This is an optimization exercise on Yosys and OpenROAD, whose aim is a short achievable clock period and few clock cycles per item, not a production implementation.
Function was checked by simulation only, so behaviour that the tests miss may differ from the original.
Power and IR drop assume default switching activity.

Design alu_arbiter, start of the top module:
module alu_arbiter
#(
    parameter int MUL_LAT = 4
) (
    input  logic        clk_i,
    input  logic        rst_i,
    input  logic        req0_valid_i,
    output logic        req0_ready_o,
    input  logic [31:0] req0_data1_i,
    input  logic [31:0] req0_data2_i,
    input  logic [2:0]  req0_ctrl_i,
    input  logic        req1_valid_i,
    output logic        req1_ready_o,
    input  logic [31:0] req1_data1_i,
    input  logic [31:0] req1_data2_i,
    input  logic [2:0]  req1_ctrl_i,
    output logic        resp_valid_o,
    input  logic        resp_ready_i,
    output logic        resp_id_o,
    output logic [31:0] resp_data_o,
    output logic        resp_zero_o
);
Size in the first run: roughly 3300 cells after synthesis, ~710 flip-flops, ~180 I/O pins.
Settings: LEC_CHECK=0, ABC_AREA=0, ABC_CLOCK_PERIOD_IN_PS=3500, CAP_MARGIN=20, CORE_MARGIN=2, CORE_UTILIZATION=40, SETUP_SLACK_MARGIN=5, SLEW_MARGIN=20; clock period 9.0 ns.
standard.sh (not shown) runs the stock make flow with config.mk's settings and CLKGATE_MAP_FILE= SYNTH_SCRIPT=/design/flow/synth_recipe.tcl, a recipe that flattens the netlist after the stock synthesis.
==> flow/flow/run.sh <==
#!/bin/bash
set -euo pipefail
sed -e 's/SETUP_SLACK_MARGIN=[0-9.]*/SETUP_SLACK_MARGIN=5.4/' standard.sh > my_standard.sh
bash my_standard.sh > standard.log 2>&1
Testbench counts at the start, summed over its fixed seeds: cycles 2,584, items 2,560.
Next try:
==> flow/run.sh (new file) <==
#!/bin/bash
# synth_recipe.tcl (not shown) runs the flow's synth.tcl, then flattens the netlist and writes it again
# the make line also repeats each setting of config.mk as NAME=value (left out here)
make -C /OpenROAD-flow-scripts/flow DESIGN_CONFIG=/design/flow/config.mk WORK_HOME=/design/flow/orfs CLKGATE_MAP_FILE= SYNTH_SCRIPT=/design/flow/synth_recipe.tcl finish
removed: flow/flow/run.sh
removed: flow/standard.sh
What happened:
- critical path depth went down by 11
- routed wire length drops by 35%
- clock skew came out lower by 0.022 ns
- synthesized area stays the same
- via count drops by 18%
- core utilization went down by 8.8 points
- count of clock-buffer cells in the layout rises by 5
- first-iteration DRC count went down by 50%
- global-route usage falls by 7.4 points
- total power decreases by 13%

* * *

## run 1
alu_arbiter, a different RTL version from the one above (not shown whole).
Size: about 4900 cells after synthesis, about 1000 flip-flops, roughly 180 I/O pins, ~58000 um2 of cells after synthesis.
export LEC_CHECK = 0
export ABC_AREA = 0
export ABC_CLOCK_PERIOD_IN_PS = 3500
export CAP_MARGIN = 20
export CORE_MARGIN = 2
export CORE_UTILIZATION = 40
export SETUP_SLACK_MARGIN = 5
export SLEW_MARGIN = 20
create_clock -name core_clock -period 9.0 [get_ports {clk_i}]
==> flow/flow/run.sh <==
#!/bin/bash
set -euo pipefail
sed -e 's/SETUP_SLACK_MARGIN=[0-9.]*/SETUP_SLACK_MARGIN=5.1/' standard.sh > my_standard.sh
bash my_standard.sh > standard.log 2>&1
Testbench counts of run 1, summed over its fixed seeds: cycles 2,584, items 2,560.
Changes in run 2 relative to run 1:
- swapping 40 for 25 in CORE_UTILIZATION
==> flow/flow/run.sh <==
#!/bin/bash
set -euo pipefail
sed -e 's/SETUP_SLACK_MARGIN=[0-9.]*/SETUP_SLACK_MARGIN=5.4/' standard.sh > my_standard.sh
bash my_standard.sh > standard.log 2>&1
Results
Run 2 ends up with a power after layout that is 830 uW higher than in run 1.
Run 2 vs run 1, worst-path cell with the longest stage delay: sky130_fd_sc_hd__a21boi_4 vs sky130_fd_sc_hd__buf_2
Routed length per placed instance: run 2 lower than run 1
Of run 1 and run 2, run 1 shows the higher top fanout value on the critical path, with run 2 below it.
Largest incremental delay on the critical path: run 2 vs run 1 — no meaningful difference
Taking run 1 as the reference, in run 2 count of fill cells added during filler insertion rose 76%; sequential share of cell area fell 1.5 points; cell-internal power rose about 3.3%; starting density of the core fell 15 points.
Input-level comparison between run 3 and run 2:
- CORE_UTILIZATION: 25 -> 40
==> flow/flow/run.sh <==
#!/bin/bash
set -euo pipefail
sed -e 's/SETUP_SLACK_MARGIN=[0-9.]*/SETUP_SLACK_MARGIN=5.25/' standard.sh > my_standard.sh
bash my_standard.sh > standard.log 2>&1
--- outcome ---
Run 3: PASS, flow complete, no timing, DRC or antenna violations
Looking at slowest stage cell on the critical path, the sky130_fd_sc_hd__a21boi_4 result is from run 2; the sky130_fd_sc_hd__buf_2 one comes from run 3.
Between run 3 and run 2, it is run 3 whose count of inserted tapcells is lower, by about 37%.
Run 3 vs run 2: power of the clock network up by a few percent
The routed wire length on run 3 is in line with that on run 2.
Launch point of the critical path = req1_valid_i: run 3; launch point of the critical path = req0_valid_i: run 2
Against run 2, run 3 comes in 21% lower on overall die width.
In the final design statistics, run 3 uses fewer standard cells in total than run 2.
| portion of total power attributed to combinational logic | lower: run 3 |
The following lists how run 4 was set up differently from run 3:
==> flow/flow/run.sh <==
#!/bin/bash
set -euo pipefail
sed -e 's/SETUP_SLACK_MARGIN=[0-9.]*/SETUP_SLACK_MARGIN=5.4/' standard.sh > my_standard.sh
bash my_standard.sh > standard.log 2>&1
## What came out
Compared with run 3, in run 4 number of clock buffer instances in the layout grew by 6.1%, share of the final layout cell area in sequential cells held steady, length of routed met2 wiring grew by 0.57%, post-route total power grew by 2.5%.
Post-CTS setup-driven buffer insertion count: run 4 vs run 3 up 7
Looking at cell depth of the worst flop-to-flop path across run 4 and run 3, the one that comes out higher is run 3.
Leakage power summed over all cells: run 4 vs run 3 — no meaningful difference
In the tables for run 4 and run 3, proportion of power drawn by combinational gates reads higher with run 4.

port drivers added, routing unchanged:
The results above use ideal ports. As a check the final layouts listed here were re-extracted and re-timed, cells and wires unchanged. Step 1 assumes that a clkbuf_16 drives the clock port and a buf_2 every other input. Step 2, shift: input delay + t, output delay - t, t = (earliest + latest rising clock arrival at the registers) / 2. This alone moves slack from input paths to output paths. Three values: ideal ports, drivers, drivers and shift; two values: the first two.
| run | t, ns | slack for setup (ns) | clock arrival spread, ns |
|---|---|---|---|
| the first run of note 1 | 0.730 | 4.942 / 4.974 / 4.244 | 0.048 / 0.047 |
| the second run of note 1 | 0.707 | 5.018 / 4.988 / 4.420 | 0.026 / 0.026 |
| run 1 | 0.818 | 5.039 / 4.999 / 4.452 | 0.057 / 0.058 |
| run 2 | 0.805 | 5.041 / 4.997 / 4.611 | 0.101 / 0.100 |
| run 3 | 0.820 | 5.061 / 5.018 / 4.481 | 0.034 / 0.034 |
| run 4 | 0.827 | 5.065 / 5.027 / 4.627 | 0.042 / 0.042 |
After both steps every run listed still meets setup and hold. For the first run of note 1, which loses most, drivers alone change the setup slack by +0.032 ns; drivers and shift together by -0.698 ns.
